From an optimization exercise on the open Yosys and OpenROAD flow, aimed at small area and a short achievable clock period; shortcuts taken in it are not production practice. The RTL was checked by simulation tests, not by an equivalence proof against the original design. Power and IR drop assume default switching activity.

**flow/constraint.sdc**
```tcl
create_clock -name core_clock -period 8.0 [get_ports {clk}]
set_input_delay 1.6000 -clock core_clock [delete_from_list [all_inputs] [get_ports {clk}]]
set_output_delay 1.6000 -clock core_clock [all_outputs]
set_load 0.01 [all_outputs]
```
**flow/config.mk**
```make
export PLATFORM = sky130hd
export DESIGN_NAME = ts_packet_fifo
export DESIGN_NICKNAME = ts_packet_fifo
export VERILOG_FILES = /design/flow/design.v
export SDC_FILE = /design/flow/constraint.sdc
export NUM_CORES = 4
export LEC_CHECK = 0
export CAP_MARGIN = 20
export CORE_MARGIN = 2
export CORE_UTILIZATION = 55
export CTS_CLUSTER_DIAMETER = 100
export CTS_CLUSTER_SIZE = 30
export SETUP_SLACK_MARGIN = 4.5
export SLEW_MARGIN = 20
export SYNTH_HIERARCHICAL = 1
```
**flow/design.v**
```verilog
module ts_packet_fifo_aoi222 (
  input  logic d0,
  input  logic d1,
  input  logic d2,
  input  logic s0,
  input  logic s1,
  input  logic s2,
  output logic y_n
);
  assign y_n = ~((d0 & s0) | (d1 & s1) | (d2 & s2));
endmodule
module ts_packet_fifo_aoi22 (
  input  logic d0,
  input  logic d1,
  input  logic s0,
  input  logic s1,
  output logic y_n
);
  assign y_n = ~((d0 & s0) | (d1 & s1));
endmodule
module ts_packet_fifo_a22o (
  input  logic q,
  input  logic hold,
  input  logic d,
  input  logic we,
  output logic y
);
  assign y = (q & hold) | (d & we);
endmodule
module ts_packet_fifo_inv (
  input  logic a,
  output logic y
);
  assign y = ~a;
endmodule
module ts_packet_fifo_nor2 (
  input  logic a,
  input  logic b,
  output logic y
);
  assign y = ~(a | b);
endmodule
module ts_packet_fifo_nand2 (
  input  logic a,
  input  logic b,
  output logic y
);
  assign y = ~(a & b);
endmodule
module ts_packet_fifo_dec #(
  parameter int NLO = 8,
  parameter int NHI = 64
) (
  input  logic [NLO-1:0]     lo_n,
  input  logic [NHI-1:0]     hi_n,
  output logic [NLO*NHI-1:0] row
);
  for (genvar j = 0; j < NHI; j++) begin : g_j
    for (genvar i = 0; i < NLO; i++) begin : g_i
      ts_packet_fifo_nor2 u_nor (.a(lo_n[i]), .b(hi_n[j]), .y(row[NLO*j+i]));
    end
  end
endmodule
module ts_packet_fifo_pdec #(
  parameter int NLO = 8,
  parameter int NHI = 8
) (
  input  logic [NLO-1:0]     lo,
  input  logic [NHI-1:0]     hi,
  output logic [NLO*NHI-1:0] y_n
);
  for (genvar j = 0; j < NHI; j++) begin : g_j
    for (genvar i = 0; i < NLO; i++) begin : g_i
      ts_packet_fifo_nand2 u_nand (.a(lo[i]), .b(hi[j]), .y(y_n[NLO*j+i]));
    end
  end
endmodule
module ts_packet_fifo_oh8 (
  input  logic [2:0] a,
  output logic [7:0] y
);
  always_comb begin
    for (int i = 0; i < 8; i++) begin
      y[i] = (a == 3'(i));
    end
  end
endmodule
module ts_packet_fifo #(
  parameter int DATA_WIDTH = 8,
  parameter int ADDR_WIDTH = 9,
  parameter int PKT_LEN = 188,
  parameter logic [DATA_WIDTH-1:0] SYNC_WORD = 8'h47
) (
  input  logic                  clk,
  input  logic                  rst_n,
  input  logic [DATA_WIDTH-1:0] in_data,
  input  logic                  in_valid,
  input  logic                  in_sop,
  output logic [DATA_WIDTH-1:0] out_data,
  output logic                  out_valid,
  input  logic                  out_ready,
  output logic                  out_sop,
  output logic                  out_eop,
  output logic [ADDR_WIDTH:0]   pkt_count,
  output logic                  drop_pulse
);
  localparam int DEPTH = 1 << ADDR_WIDTH;
  localparam int AW = ADDR_WIDTH;
  localparam int PW = ADDR_WIDTH + 1;
  localparam int CW = $clog2(PKT_LEN + 1);
  localparam int NG3 = DEPTH / 3;           
  localparam int NRD = NG3 + 1;             
  logic [DEPTH-1:0][DATA_WIDTH-1:0] r_mem;
  logic [AW-1:0]         r_wp;        
  logic [AW-1:0]         r_cp;        
  logic [AW-1:0]         r_rd;        
  logic [PW-1:0]         r_dw;        
  logic [PW-1:0]         r_dc;        
  logic [PW-1:0]         r_pkt_cnt;
  logic [CW-1:0]         r_wcnt;
  logic [CW-1:0]         r_rcnt;
  logic                  r_inpkt;
  logic                  r_drop;
  logic                  r_ov;
  logic                  r_sop;
  logic                  r_eop;
  logic [DATA_WIDTH-1:0] r_odata;
  logic [7:0]            r_ra_lo_n;
  logic [7:0]            r_ra_mid;
  logic [7:0]            r_ra_hi;
  logic [7:0]            r_wa_lo_n;
  logic [7:0]            r_wa_mid;
  logic [7:0]            r_wa_hi;
  logic [DATA_WIDTH-1:0] r_mwd;
  logic          w_start, w_good, w_full_c, w_full_w, w_last, w_wcnt_last;
  logic          w_pkt_word, w_we, w_commit, w_drop_ev;
  logic          w_xfer, w_is_last, w_eop_x, w_avail0, w_avail1, w_avail, w_load;
  logic          w_nov, w_nsop, w_neop;
  logic [AW-1:0] w_wp1, w_cp1, w_rd1, w_rd2;
  logic [PW-1:0] w_dw_p1, w_dw_m1, w_dc_p1, w_dc_m1, w_pc_p1, w_pc_m1;
  logic [CW-1:0] w_wcnt_p1, w_rcnt_p1;
  assign w_wp1     = r_wp + 1'b1;
  assign w_cp1     = r_cp + 1'b1;
  assign w_rd1     = r_rd + 1'b1;
  assign w_rd2     = r_rd + 2'd2;
  assign w_dw_p1   = r_dw + 1'b1;
  assign w_dw_m1   = r_dw - 1'b1;
  assign w_dc_p1   = r_dc + 1'b1;
  assign w_dc_m1   = r_dc - 1'b1;
  assign w_pc_p1   = r_pkt_cnt + 1'b1;
  assign w_pc_m1   = r_pkt_cnt - 1'b1;
  assign w_wcnt_p1 = r_wcnt + 1'b1;
  assign w_rcnt_p1 = r_rcnt + 1'b1;
  assign w_full_c    = r_dc[AW];
  assign w_full_w    = r_dw[AW];
  assign w_wcnt_last = (r_wcnt == CW'(PKT_LEN - 1));
  assign w_is_last   = (r_rcnt == CW'(PKT_LEN - 1));
  assign w_avail0    = (r_dc != '0);
  assign w_avail1    = (r_dc != PW'(1));
  assign w_start    = in_valid & in_sop;
  assign w_good     = (in_data == SYNC_WORD);
  assign w_last     = !w_start & w_wcnt_last;
  assign w_pkt_word = in_valid & r_inpkt;
  assign w_we       = w_start ? (w_good & !w_full_c) : (w_pkt_word & !w_full_w);
  assign w_commit   = w_we & w_last;
  assign w_drop_ev  = (w_start | w_pkt_word) & !w_we;
  assign w_xfer    = r_ov & out_ready;
  assign w_eop_x   = w_xfer & w_is_last;
  assign w_avail   = w_xfer ? w_avail1 : w_avail0;
  assign w_load    = !r_ov | w_xfer;
  assign w_nov     = w_load ? w_avail : r_ov;
  assign w_nsop    = w_nov & (w_xfer ? w_is_last : (r_rcnt == '0));
  assign w_neop    = w_nov & (w_xfer ? (r_rcnt == CW'(PKT_LEN - 2)) : w_is_last);
  logic [PW-1:0] w_ndw, w_ndc;
  always_comb begin
    if (w_we & w_start)     w_ndw = w_xfer ? r_dc    : w_dc_p1;
    else if (w_we)          w_ndw = w_xfer ? r_dw    : w_dw_p1;
    else if (w_drop_ev)     w_ndw = w_xfer ? w_dc_m1 : r_dc;
    else                    w_ndw = w_xfer ? w_dw_m1 : r_dw;
    if (w_commit)           w_ndc = w_xfer ? r_dw    : w_dw_p1;
    else                    w_ndc = w_xfer ? w_dc_m1 : r_dc;
  end
  always_ff @(posedge clk or negedge rst_n) begin
    if (!rst_n) begin
      r_inpkt   <= 1'b0;
      r_wp      <= '0;
      r_cp      <= '0;
      r_dw      <= '0;
      r_dc      <= '0;
      r_wcnt    <= '0;
      r_drop    <= 1'b0;
      r_pkt_cnt <= '0;
    end else begin
      r_dw   <= w_ndw;
      r_dc   <= w_ndc;
      r_drop <= w_we ? (w_start & r_inpkt) : w_drop_ev;
      if (w_we) begin
        r_wp    <= w_start ? w_cp1 : w_wp1;
        r_wcnt  <= w_start ? CW'(1) : w_wcnt_p1;
        r_inpkt <= !w_last;
      end else if (w_drop_ev) begin
        r_wp    <= r_cp;
        r_inpkt <= 1'b0;
      end
      if (w_commit) begin
        r_cp <= w_wp1;
      end
      if (w_commit & !w_eop_x) begin
        r_pkt_cnt <= w_pc_p1;
      end else if (!w_commit & w_eop_x) begin
        r_pkt_cnt <= w_pc_m1;
      end
    end
  end
  logic [7:0] w_wpd_lo, w_wpd_mid, w_wpd_hi, w_cpd_lo, w_cpd_mid, w_cpd_hi;
  ts_packet_fifo_oh8 u_wpd_lo  (.a(r_wp[2:0]), .y(w_wpd_lo));
  ts_packet_fifo_oh8 u_wpd_mid (.a(r_wp[5:3]), .y(w_wpd_mid));
  ts_packet_fifo_oh8 u_wpd_hi  (.a(r_wp[8:6]), .y(w_wpd_hi));
  ts_packet_fifo_oh8 u_cpd_lo  (.a(r_cp[2:0]), .y(w_cpd_lo));
  ts_packet_fifo_oh8 u_cpd_mid (.a(r_cp[5:3]), .y(w_cpd_mid));
  ts_packet_fifo_oh8 u_cpd_hi  (.a(r_cp[8:6]), .y(w_cpd_hi));
  always_ff @(posedge clk or negedge rst_n) begin
    if (!rst_n) begin
      r_wa_lo_n <= '1;
    end else begin
      r_wa_lo_n <= ~((w_start ? w_cpd_lo : w_wpd_lo) & {8{w_we}});
    end
  end
  always_ff @(posedge clk) begin
    r_wa_mid <= w_start ? w_cpd_mid : w_wpd_mid;
    r_wa_hi  <= w_start ? w_cpd_hi : w_wpd_hi;
    r_mwd    <= in_data;
  end
  logic [63:0]    w_wa_mh_n;
  logic [DEPTH-1:0] w_wrow;
  ts_packet_fifo_pdec #(.NLO(8), .NHI(8)) u_wdec_mh  (.lo(r_wa_mid), .hi(r_wa_hi), .y_n(w_wa_mh_n));
  ts_packet_fifo_dec #(.NLO(8), .NHI(64)) u_wdec_row (.lo_n(r_wa_lo_n), .hi_n(w_wa_mh_n), .row(w_wrow));
  logic [DEPTH-1:0] w_wrow_n;
  logic [DEPTH-1:0][DATA_WIDTH-1:0] w_mem_d;
  for (genvar i = 0; i < DEPTH; i++) begin : g_row
    ts_packet_fifo_inv u_inv (.a(w_wrow[i]), .y(w_wrow_n[i]));
    for (genvar b = 0; b < DATA_WIDTH; b++) begin : g_b
      ts_packet_fifo_a22o u_nx (
        .q(r_mem[i][b]), .hold(w_wrow_n[i]), .d(r_mwd[b]), .we(w_wrow[i]),
        .y(w_mem_d[i][b])
      );
    end
  end
  always_ff @(posedge clk) begin
    r_mem <= w_mem_d;
  end
  logic [63:0]      w_ra_mh_n;
  logic [DEPTH-1:0] w_rrow;
  ts_packet_fifo_pdec #(.NLO(8), .NHI(8)) u_rdec_mh  (.lo(r_ra_mid), .hi(r_ra_hi), .y_n(w_ra_mh_n));
  ts_packet_fifo_dec #(.NLO(8), .NHI(64)) u_rdec_row (.lo_n(r_ra_lo_n), .hi_n(w_ra_mh_n), .row(w_rrow));
  logic [NRD-1:0][DATA_WIDTH-1:0] w_grp_n;
  for (genvar b = 0; b < DATA_WIDTH; b++) begin : g_bit
    for (genvar g = 0; g < NG3; g++) begin : g_rd3
      ts_packet_fifo_aoi222 u_rd (
        .d0(r_mem[3*g][b]), .d1(r_mem[3*g+1][b]), .d2(r_mem[3*g+2][b]),
        .s0(w_rrow[3*g]), .s1(w_rrow[3*g+1]), .s2(w_rrow[3*g+2]),
        .y_n(w_grp_n[g][b])
      );
    end
    ts_packet_fifo_aoi22 u_rd_last (
      .d0(r_mem[3*NG3][b]), .d1(r_mem[3*NG3+1][b]),
      .s0(w_rrow[3*NG3]), .s1(w_rrow[3*NG3+1]),
      .y_n(w_grp_n[NG3][b])
    );
  end
  logic [DATA_WIDTH-1:0] w_rdata;
  always_comb begin
    w_rdata = '0;
    for (int g = 0; g < NRD; g++) begin
      w_rdata = w_rdata | ~w_grp_n[g];
    end
  end
  logic [7:0] w_r0_lo, w_r0_mid, w_r0_hi, w_r1_lo, w_r1_mid, w_r1_hi;
  logic [7:0] w_r2_lo, w_r2_mid, w_r2_hi;
  logic       w_ra_s2, w_ra_s1;
  ts_packet_fifo_oh8 u_r0_lo  (.a(r_rd[2:0]),  .y(w_r0_lo));
  ts_packet_fifo_oh8 u_r0_mid (.a(r_rd[5:3]),  .y(w_r0_mid));
  ts_packet_fifo_oh8 u_r0_hi  (.a(r_rd[8:6]),  .y(w_r0_hi));
  ts_packet_fifo_oh8 u_r1_lo  (.a(w_rd1[2:0]), .y(w_r1_lo));
  ts_packet_fifo_oh8 u_r1_mid (.a(w_rd1[5:3]), .y(w_r1_mid));
  ts_packet_fifo_oh8 u_r1_hi  (.a(w_rd1[8:6]), .y(w_r1_hi));
  ts_packet_fifo_oh8 u_r2_lo  (.a(w_rd2[2:0]), .y(w_r2_lo));
  ts_packet_fifo_oh8 u_r2_mid (.a(w_rd2[5:3]), .y(w_r2_mid));
  ts_packet_fifo_oh8 u_r2_hi  (.a(w_rd2[8:6]), .y(w_r2_hi));
  assign w_ra_s2 = w_xfer & w_avail1;
  assign w_ra_s1 = w_xfer ? !w_avail1 : w_nov;
  always_ff @(posedge clk) begin
    r_ra_lo_n <= ~(w_ra_s2 ? w_r2_lo : w_ra_s1 ? w_r1_lo : w_r0_lo);
    r_ra_mid  <= w_ra_s2 ? w_r2_mid : w_ra_s1 ? w_r1_mid : w_r0_mid;
    r_ra_hi   <= w_ra_s2 ? w_r2_hi : w_ra_s1 ? w_r1_hi : w_r0_hi;
  end
  always_ff @(posedge clk or negedge rst_n) begin
    if (!rst_n) begin
      r_rd      <= '0;
      r_ov      <= 1'b0;
      r_sop     <= 1'b0;
      r_eop     <= 1'b0;
      r_odata   <= '0;
      r_rcnt    <= '0;
    end else begin
      r_ov      <= w_nov;
      r_sop     <= w_nsop;
      r_eop     <= w_neop;
      if (w_xfer) begin
        r_rd   <= w_rd1;
        r_rcnt <= w_is_last ? '0 : w_rcnt_p1;
      end
      if (w_load & w_avail) begin
        r_odata <= w_rdata;
      end
    end
  end
  assign out_data   = r_odata;
  assign out_valid  = r_ov;
  assign out_sop    = r_sop;
  assign out_eop    = r_eop;
  assign pkt_count  = r_pkt_cnt;
  assign drop_pulse = r_drop;
endmodule
```
**flow/run.sh**
```bash
#!/bin/bash
# synth_recipe.tcl (not shown) runs the flow's synth.tcl, then flattens the netlist and writes it again
# the make line also repeats each setting of config.mk as NAME=value (left out here)
make -C /OpenROAD-flow-scripts/flow DESIGN_CONFIG=/design/flow/config.mk WORK_HOME=/design/flow/orfs CLKGATE_MAP_FILE= SYNTH_SCRIPT=/design/flow/synth_recipe.tcl finish
```
==> impl_metrics.ini <==
[run]
max-cap-violations = 0

[route]
num_vias = 125400
drt_iter0_drc = 20870
route.detailed.drc = 0
detail-route-antenna-nets = 0
wirelength_mm = 542.7
viasPerCell = 7.550
first_pass_iters = 17
wl_per_cell_um = 32.68

[placed_design]
dp.cells = 16320
place_hpwl_mm = 344.8
numPortBuffers = 34
place_congestion = 0.9972

[floorplan]
die_area_um2 = 275200
die_w_um = 524.6
rows = 191
core_area_um2 = 270300
die_h_um = 524.6
ioPinCount = 35
start_util = 0.5515

[worst_setup_path]
crit_chain = buf_6 > nor2_1 > a222oi_1 > nand4_1 > nor4_4 > nand4_1 > nor3_1 > a21oi_1
cp.arrival_ns = 4.61
slowest_stage = nor4_4
critPathRequiredTime_ns = 8.80
startpoint_type = flip-flop
cp_max_fo = 9
worstSetupPathType = reg -> reg
critPathMaxStageDelay_ns = 0.69
cp-end-kind = flip-flop
crit_top_cell = nand4_1

[global_route]
track_usage = 0.3689
grt_pass1_vias = 116800
grt_max_degree = 154
antenna_found_initial = 22
grt-ovfl-total = 0
grt_first_pass_wirelength_mm = 782.7

[power_and_ir_drop]
p_per_area_nw_per_um2 = 199.9
power_mw = 32.34
p_leak_nw = 58.38
irDropWorstVdd_uv = 155.8

[layout]
multi_input_area_um2 = 62800
layout.cells.non_filler = 16610
mostFrequentLayoutCell = dfxtp_1
drive_gt1_frac = 0.05225
seq_area_um2 = 85440
fin_util = 0.5985
syn2layout_area_growth_pct = 8.520
final_cell_mix = dfxtp_1 (4117), a22o_1 (4098), a222oi_1 (1361)
final_net_count = 13020
nFillCells = 21700

[sta]
setup_violations = 0
hold_ws_ns = 0.4825
slew_headroom = 0.1601
fin_setup_tns_ns = 0
rsz0062_at_grt = true
fin_crit_sh = 0.4766
timing.fmax_ghz = 0.2623
finalHoldViolations = 0
worst_pin_slew_ns = 1.260
drv_slew = 0
min_period_ns = 3.813
fin_skew_ns = 0.03645

[yosys]
syn_avg_cell_area_um2 = 11.80
syn-instance-count = 12640
syn_area_um2 = 149100
syn_nets = 12670
yosysSeqAreaShare = 0.5724
synth_seq_cells = 4238
synthFlopType = dfxtp_1
synth_cell_types = 69
yosysTopAreaCell = dfxtp_1
synth-edff-count = 0
yosysTopAreaCellShare = 0.5565
yosysWarningCount = 8
synth.area.top_cells = dfxtp_1 (56%), a22o_1 (24%), a222oi_1 (9.1%)
synthArstFlopShare = 0.02218

[clock_tree]
clockRootBuffer = clkbuf_16
clk_path_buf_depth = 4
htree_levels = 4
path_clk_slew_ns = 0.12
cts_tree = done
cts_hold_buffers = 0
cts_made_buffers = 164
cts.sinks = 4238
insertion_delay_ns = 0.94

[run_status]
status = complete, no violations

[worst_hold_path]
holdCritPathClass = reg -> reg
-- per-module statistics from Yosys (local to each module, per instance), a selection --
module | cell area (um2) | flops+latches
ts_packet_fifo | 92260 | 4238
ts_packet_fifo_aoi22 | 12.51 | 0
ts_packet_fifo_aoi222 | 10.01 | 0
ts_packet_fifo_nand2 | 3.754 | 0
ts_packet_fifo_nor2 | 3.754 | 0
ts_packet_fifo_oh8 | 65.06 | 0
-- worst paths after layout --
| kind | startpoint | to | slack [ns] | cells after the start |
|---|---|---|---|---|
| min in group asynchronous | rst_n | r_ov | 0.71 | 1 |
| worst max register to register | r_ra_lo_n[4] | r_odata[7] | 4.19 | 8 |
| worst max-delay path | r_ra_lo_n[4] | r_odata[7] | 4.19 | 8 |
| max in group asynchronous | rst_n | r_pkt_cnt[4] | 6.12 | 2 |
| worst min-delay path | r_pkt_cnt[9] | r_pkt_cnt[9] | 0.48 | 1 |
| worst min register to register | r_pkt_cnt[9] | r_pkt_cnt[9] | 0.48 | 1 |
-- registers in the layout, summed over array words and instances (netlist names), 8 cells and up --
register	flops
r_cp	9
r_dc	10
r_dw	10
r_mem	4096
r_mwd	8
r_odata	8
r_pkt_cnt	10
r_ra_hi	8
r_ra_lo_n	8
r_ra_mid	8
r_rcnt	8
r_rd	9
r_wa_hi	8
r_wa_lo_n	8
r_wa_mid	8
r_wcnt	8
r_wp	9
-- worst max-delay path: cells and delay by family (launching register included) --
kind            cells  cell delay (ns)
simple gates        5             2.08
compound gates      2             0.69
buf+inv             1             0.30
flops               1             0.55
-- cell type report --
cell class | instances | area share
antenna | 21 | 0.0003249
multi-input combinational | 7817 | 0.3882
tap | 3570 | 0.02761
inverter | 529 | 0.01232
clock buffer | 184 | 0.02715
timing repair inverter | 1 | 0.00002320
clock inverter | 9 | 0.0005105
timing repair buffer | 236 | 0.01569
sequential | 4238 | 0.5282
-- Yosys cell counts, types with 4 or more instances --
| cell | number |
|---|---|
| and3b_2 | 45 |
| o22ai_1 | 8 |
| o21ai_1 | 27 |
| o31ai_1 | 4 |
| dfstp_2 | 8 |
| nor4_1 | 87 |
| a22o_1 | 4098 |
| inv_1 | 529 |
| o21ai_0 | 34 |
| mux2_2 | 6 |
| xnor2_1 | 34 |
| nor3b_1 | 45 |
| a211oi_1 | 4 |
| dfxtp_1 | 4144 |
| o21bai_1 | 4 |
| clkbuf_1 | 37 |
| mux2_1 | 4 |
| nor3_1 | 52 |
| mux2i_1 | 27 |
| and3_1 | 8 |
| buf_2 | 8 |
| nand4_1 | 366 |
| xor2_1 | 39 |
| a222oi_1 | 1361 |
| nand2_1 | 261 |
| nor2_1 | 1095 |
| or3_1 | 5 |
| a22oi_1 | 9 |
| a22oi_2 | 8 |
| a21oi_1 | 45 |
| dfrtp_1 | 86 |
| o21a_1 | 5 |
| nand3_1 | 46 |
| and2_1 | 4 |
| and3_2 | 15 |
| ha_1 | 23 |
-- per-layer routing --
metal  up-vias  wire (um)  global-route usage
met5         -         27                   0
met4         4      30090              0.1827
met3      1364      62460             0.07387
met2      8211     232000              0.5549
met1     62020     218100              0.5055
li1      53760          -                   -
-- power by group --
group	internal (mW)	total (mW)	switching [mW]
Sequential	21.1	21.2	0.0800
Combinational	0.0738	0.623	0.549
Clock	3.97	10.5	6.55
-- timing repair --
action | CTS | global route
gates resized for setup | 242 | 63
pin swaps | 46 | 65
setup buffers | 44 | 13
cloned | 7 | 3
endpoints found under the setup margin | 37 | 12
-- kinds of logic (layout without fill, tap and decap cells) --
kind of cell               after synthesis  after routing  share of synthesized area
AOI/OAI and AO/OA                     5634           5634                     0.3396
adders and majority gates               24             24                   0.002065
and+or+nand+nor                       2049           2049                    0.06436
DFF                                   4238           4238                     0.5724
muxes                                   37             37                   0.002568
xor gates and xnor gates                73             73                   0.004289
other                                    0             21                          0
buffers and inverters                  580            959                    0.01477
-- metrics by stage --
step | area [um2] | setup WS [ns]
5_1_grt | 161700 | 4.303
2_1_floorplan | 149100 | 3.476
4_1_cts | 161200 | 4.462
6_report | 161800 | 4.187
3_5_place_dp | 155200 | 2.113
3_3_place_gp | 155100 | 2.055

[afterwards: timing with drivers on the ports]
In the flow no input, the clock included, has a driving cell. The finished layout below was timed again as built, in two steps.
Step 1: set_driving_cell puts a clkbuf_16 on clk and a buf_2 on each other input, an assumption about the parent block.
Step 2 moves the port delays by t, midway between the first and last clock arrival at a register: inputs arrive t later, outputs are due t later. That takes back most of the time a late clock gives input paths.
Three values: ideal, step 1, step 2; two values: the first two.
shift t [ns]: 1.019
slack for setup (ns): 4.187 / 4.187 / 3.450
worst setup path at the end: input to register
latest minus earliest clock arrival (ns): 0.038 / 0.037
After both steps setup and hold are still met in this run. For this run, drivers alone change the setup slack by 0.000 ns; drivers and shift together by -0.737 ns.
